This design comes from an exercise in tuning for small area, a short achievable clock period and few clock cycles per item on the open sky130 flow, not from production work.
Only simulation tests tie the RTL to the original design; equivalence was not proved.
Power is estimated from default activity; no workload was simulated.

// position_report_ascii_encoder
module position_report_ascii_encoder
(
    input  logic              clk,
    input  logic              rst_n,
    input  logic              pos_valid,
    output logic              pos_ready,
    input  logic signed [LatW-1:0] pos_lat_micro,
    input  logic signed [LonW-1:0] pos_lon_micro,
    input  logic [FixW-1:0]   pos_fix_level,
    output logic              rpt_valid,
    input  logic              rpt_ready,
    output logic [CharW-1:0]  rpt_out_char,
    output logic              rpt_last_char,
    output logic              rpt_pos_invalid,
    input  logic              psel,
    input  logic              penable,
    input  logic              pwrite,
    input  logic [AddrW-1:0]  paddr,
    input  logic [DataW-1:0]  pwdata,
    output logic [DataW-1:0]  prdata,
    output logic              pready
);
    logic [CharW-1:0] sym_table_reg;
    logic [CharW-1:0] sym_code_reg;
    logic [CharW-1:0] prdata_reg;
    assign pready = 1'b1;
    always_ff @(posedge clk or negedge rst_n)
    begin
        if (!rst_n)
        begin
            sym_table_reg <= SymTableRst;
            sym_code_reg  <= SymCodeRst;
        end
        else if (psel && penable && pwrite)
        begin
            if (paddr[2])
                sym_code_reg  <= pwdata[CharW-1:0];
            else
                sym_table_reg <= pwdata[CharW-1:0];
        end
    end
    always_ff @(posedge clk)
    begin
        prdata_reg <= paddr[2] ? sym_code_reg : sym_table_reg;
    end
    assign prdata = {{(DataW-CharW){1'b0}}, prdata_reg};
    logic             known_q;      
    logic             inv_q;        
    logic             lat_done;     
    logic             lat_hold;     
    logic             lon_pend;     
    logic             lon_hold;     
    logic [LonW-1:0]  lon_raw;
    logic [3:0]       cnt;          
    logic             src;          
    logic             post;         
    logic [6:0]       lat_ipf;      
    logic [4:0]       pf;           
    logic [51:0]      work;
    logic [22:0]      lat_dsp;      
    logic [24:0]      lon_dsp;      
    logic             vld;
    logic             cur_inv;
    logic [4:0]       nb;           
  ...
Size: roughly 1300 cells after synthesis, ~150 I/O pins.
==> flow/config.mk <==
export PLATFORM = sky130hd
export DESIGN_NAME = position_report_ascii_encoder
export DESIGN_NICKNAME = position_report_ascii_encoder
export VERILOG_FILES = /design/flow/design.v
export SDC_FILE = /design/flow/constraint.sdc
export NUM_CORES = 4
export LEC_CHECK = 0
export CAP_MARGIN = 5
export CORE_MARGIN = 2
export CORE_UTILIZATION = 40
export SLEW_MARGIN = 5
==> flow/constraint.sdc <==
create_clock -name core_clock -period 9.0 [get_ports {clk}]
set_input_delay 1.8000 -clock core_clock [delete_from_list [all_inputs] [get_ports {clk}]]
set_output_delay 1.8000 -clock core_clock [all_outputs]
set_load 0.01 [all_outputs]
standard.sh (not shown) runs the stock make flow with config.mk's settings and CLKGATE_MAP_FILE= SYNTH_SCRIPT=/design/flow/synth_recipe.tcl, a recipe that flattens the netlist after the stock synthesis.
==> flow/flow/run.sh <==
#!/bin/bash
set -euo pipefail
bash standard.sh SETUP_SLACK_MARGIN=6.0 "BUFFER_PORTS_ARGS=-buffer_cell sky130_fd_sc_hd__buf_2" finish > orfs_flow.log 2>&1
Testbench counts at the start, summed over its fixed seeds: cycles 17,649, reports 960.
Then changed:
==> flow/flow/run.sh (replaced) <==
#!/bin/bash
set -euo pipefail
bash standard.sh SETUP_SLACK_MARGIN=6.5 finish > orfs_flow.log 2>&1
Settings changed: CAP_MARGIN 5 to 20, SLEW_MARGIN 5 to 20.
Outcome: The new run produced a clean layout; final cell count went up by 2.5%; power went up by about 7.5%; setup slack hardly moves; sequential share of layout area went down by 3.8 points; final area went up by 13%; hold slack got worse by 0.021 ns; routed wire length went up by about 7.5%; utilization went up by 5.9 points; fmax barely changes; synthesized area does not change; die area is unchanged.
Then changed:
==> flow/flow/run.sh (replaced) <==
#!/bin/bash
set -euo pipefail
bash standard.sh SETUP_SLACK_MARGIN=6.0 finish > orfs_flow.log 2>&1
Settings changed: CORE_UTILIZATION 40 to 60.
Sequential share of layout area rises by 2.6 points.
Worst setup slack loses 0.092 ns.
Total power went down by about 5%.
Clock-buffer cell count does not change.
Routed wire length shrinks by about 9%.
Global-route usage rises by 7.5 points.
First-iteration DRC count is lower by about 14%.
Sequential cell count does not change.
Then changed:
==> flow/flow/run.sh (replaced) <==
#!/bin/bash
set -euo pipefail
bash standard.sh SETUP_SLACK_MARGIN=6.0 "BUFFER_PORTS_ARGS=-buffer_cell sky130_fd_sc_hd__buf_2" finish > orfs_flow.log 2>&1
Settings changed: CORE_UTILIZATION 60 to 40.
What happened: The new run finished with timing, DRC and antenna clean. Synthesized cell count stays the same. Wire length increases by a few percent. Core utilization goes down by 25 points. Worst hold slack is better by 0.015 ns. Final cell count grows by a few percent. Count of clock-buffer cells in the layout rose by 1. Non-clock buffer count goes down by 15.
Then changed:
Settings changed: ABC_CLOCK_PERIOD_IN_PS from default to 3000.
What happened: The changed run ran to the end with no violations. Power is unchanged. Sequential share of layout area stays the same. Final cell count does not change. Sequential cell count stays the same.
Then changed:
==> flow/flow/run.sh (replaced) <==
#!/bin/bash
set -euo pipefail
bash standard.sh SETUP_SLACK_MARGIN=6.5 "BUFFER_PORTS_ARGS=-buffer_cell sky130_fd_sc_hd__buf_2" finish > orfs_flow.log 2>&1
Settings changed: ABC_CLOCK_PERIOD_IN_PS 3000 to default.
=>
- wire length came out higher by 5.3%
- total power grows by 6.4%
- critical path depth goes down by 1
- setup slack is better by 0.0053 ns

* * *

Setup of run D:
Another version of the RTL of position_report_ascii_encoder (not shown whole).
Size in the first run: roughly 1300 cells after synthesis, roughly 200 flip-flops, ~12000 µm² of cells after synthesis.
==> flow/design.v (excerpt) <==
module position_report_ascii_encoder
(
    input  logic              clk,
    input  logic              rst_n,
    input  logic              pos_valid,
    output logic              pos_ready,
    input  logic signed [LatW-1:0] pos_lat_micro,
    input  logic signed [LonW-1:0] pos_lon_micro,
    input  logic [FixW-1:0]   pos_fix_level,
    output logic              rpt_valid,
    input  logic              rpt_ready,
    output logic [CharW-1:0]  rpt_out_char,
    output logic              rpt_last_char,
    output logic              rpt_pos_invalid,
    input  logic              psel,
    input  logic              penable,
    input  logic              pwrite,
    input  logic [AddrW-1:0]  paddr,
    input  logic [DataW-1:0]  pwdata,
    output logic [DataW-1:0]  prdata,
    output logic              pready
);
export LEC_CHECK = 0
export CAP_MARGIN = 20
export CORE_MARGIN = 2
export CORE_UTILIZATION = 40
export CTS_CLUSTER_DIAMETER = 100
export CTS_CLUSTER_SIZE = 40
export SLEW_MARGIN = 20
create_clock -name core_clock -period 9.0 [get_ports {clk}]
==> flow/flow/run.sh <==
#!/bin/bash
set -euo pipefail
bash standard.sh SETUP_SLACK_MARGIN=6.0 "BUFFER_PORTS_ARGS=-buffer_cell sky130_fd_sc_hd__buf_1" finish > orfs_flow.log 2>&1
Run D finished end to end and its layout was clean on timing, DRC and antenna.
Testbench counts of run D, summed over its fixed seeds: cycles 17,649, reports 960.
#### Input delta (run P over run D)
Settings: CTS_CLUSTER_DIAMETER removed (was 100); CTS_CLUSTER_SIZE removed (was 40).
==> comparison <==
- From run D to run P, number of hold violations in the final report did not move at all.
- Taking run D as the reference, in run P number of vias after detailed routing was more or less identical; number of max-cap violations was more or less identical; power was more or less identical; wire length of the first global-routing pass was more or less identical.
- On reported sequential group power, run D and run P are neck and neck.

* * *

== run 1 ==
RTL: one of the versions met above, not the one the previous note started from.
For scale: ~1300 cells after synthesis, ~200 flip-flops, about 12000 µm² of cells after synthesis.
## position_report_ascii_encoder
module position_report_ascii_encoder
(
    input  logic              clk,
    input  logic              rst_n,
    input  logic              pos_valid,
    output logic              pos_ready,
    input  logic signed [LatW-1:0] pos_lat_micro,
    input  logic signed [LonW-1:0] pos_lon_micro,
    input  logic [FixW-1:0]   pos_fix_level,
    output logic              rpt_valid,
    input  logic              rpt_ready,
    output logic [CharW-1:0]  rpt_out_char,
    output logic              rpt_last_char,
    output logic              rpt_pos_invalid,
    input  logic              psel,
    input  logic              penable,
    input  logic              pwrite,
    input  logic [AddrW-1:0]  paddr,
    input  logic [DataW-1:0]  pwdata,
    output logic [DataW-1:0]  prdata,
    output logic              pready
);
    logic [CharW-1:0] sym_table_reg;
    logic [CharW-1:0] sym_code_reg;
    logic [CharW-1:0] prdata_reg;
    assign pready = 1'b1;
    always_ff @(posedge clk or negedge rst_n)
    begin
        if (!rst_n)
        begin
            sym_table_reg <= SymTableRst;
            sym_code_reg  <= SymCodeRst;
        end
        else if (psel && penable && pwrite)
        begin
            if (paddr[2])
                sym_code_reg  <= pwdata[CharW-1:0];
            else
                sym_table_reg <= pwdata[CharW-1:0];
        end
    end
    always_ff @(posedge clk)
    begin
        prdata_reg <= paddr[2] ? sym_code_reg : sym_table_reg;
    end
    assign prdata = {{(DataW-CharW){1'b0}}, prdata_reg};
    logic             known_q;      
    logic             inv_q;        
    logic             lat_done;     
    logic             lat_hold;     
  ...
clock: 9.0 ns
lec_check: 0
cap_margin: 20
core_margin: 2
core_utilization: 40
slew_margin: 20
Scripts as last shown in full above: flow/flow/run.sh
Run 1: full flow OK, the timing, design-rule and antenna checks passed
Testbench counts of run 1, summed over its fixed seeds: cycles 17,649, reports 960.
Relative to run 1, the following input files were edited for run 2:
Settings: CTS_BUF_LIST now sky130_fd_sc_hd__clkbuf_8, previously not set.
==> flow/flow/run.sh <==
#!/bin/bash
set -euo pipefail
bash standard.sh SETUP_SLACK_MARGIN=6.0 "BUFFER_PORTS_ARGS=-buffer_cell sky130_fd_sc_hd__buf_2" finish > orfs_flow.log 2>&1
- Fmax in run 2 vs run 1: down about 2%
- Area: run 2 vs run 1 -> run 2 smaller
- The critical path data arrival time in run 2 was higher than what run 1 gave.
- Hold slack (lower): run 1
- Diff run 1 -> run 2: overall routing resource usage now sits higher; number of clock buffers in the layout now sits lower.
For run 3, these inputs were changed with respect to run 2:
Settings: CTS_BUF_LIST: sky130_fd_sc_hd__clkbuf_8 -> unset.
==> flow/flow/run.sh <==
#!/bin/bash
set -euo pipefail
bash standard.sh SETUP_SLACK_MARGIN=6.0 finish > orfs_flow.log 2>&1
### Flow results
On number of instances in the placed design, run 2 and run 3 are basically level.
Run 3 has less setup slack than run 2.
Worst path buffer plus inverter count ended up 1 lower on run 3 than on run 2.
Diff run 2 -> run 3: count of buffers from port buffering comparable; power now larger; relative contribution of combinational cells to total power now smaller.
A worst setup path category of in -> reg is what run 3 shows, while reg -> out belongs to run 2.

re-timing with driven ports:
The flow's constraints put no driver on any port. The routed layouts listed below were extracted and timed again, unchanged, in two steps. Step 1 (the two cells are an assumption about what drives the block):
set clk [get_ports {clk}]
set_driving_cell -lib_cell sky130_fd_sc_hd__clkbuf_16 $clk
set_driving_cell -lib_cell sky130_fd_sc_hd__buf_2 [delete_from_list [all_inputs] $clk]
Step 2 adds t to the input delays and takes it off the output delays; t is the mean of the earliest and latest rising clock arrival at the registers after step 1. Input paths then give back, and output paths get back, about the clock's delay inside the block. Slacks: ideal ports / drivers / drivers and shift; pairs: ideal ports / drivers.
| run | t (ns) | slack for setup (ns) | latest minus earliest clock arrival (ns) | worst data-port slew with drivers (ns) | pins driven straight from the clock port |
|---|---|---|---|---|---|
| the first run of note 1 | 0.499 | 5.851 / 5.803 / 5.460 | 0.024 / 0.024 | 0.04 | 1 |
| the second run of note 1 | 0.487 | 5.849 / 5.835 / 5.375 | 0.020 / 0.020 | 0.05 | 1 |
| the third run of note 1 | 0.480 | 5.758 / 5.743 / 5.297 | 0.013 / 0.013 | 0.04 | 1 |
| the fourth run of note 1 | 0.499 | 5.851 / 5.803 / 5.460 | 0.024 / 0.024 | 0.04 | 1 |
| the fifth run of note 1 | 0.499 | 5.851 / 5.803 / 5.460 | 0.024 / 0.024 | 0.04 | 1 |
| the sixth run of note 1 | 0.484 | 5.857 / 5.809 / 5.389 | 0.015 / 0.016 | 0.05 | 1 |
| run D | 0.486 | 6.013 / 6.013 / 5.619 | 0.018 / 0.018 | 0.04 | 1 |
| run P | 0.486 | 6.013 / 6.013 / 5.619 | 0.018 / 0.018 | 0.04 | 1 |
| run 1 | 0.487 | 5.885 / 5.837 / 5.460 | 0.013 / 0.012 | 0.04 | 1 |
| run 2 | 0.524 | 5.819 / 5.776 / 5.464 | 0.022 / 0.022 | 0.04 | 1 |
| run 3 | 0.486 | 5.795 / 5.817 / 5.331 | 0.016 / 0.016 | 0.06 | 1 |
After both steps setup and hold are still met in every run listed. The setup slack of the second run of note 1, which loses most, moves by -0.014 ns with the drivers and by -0.474 ns with both steps.
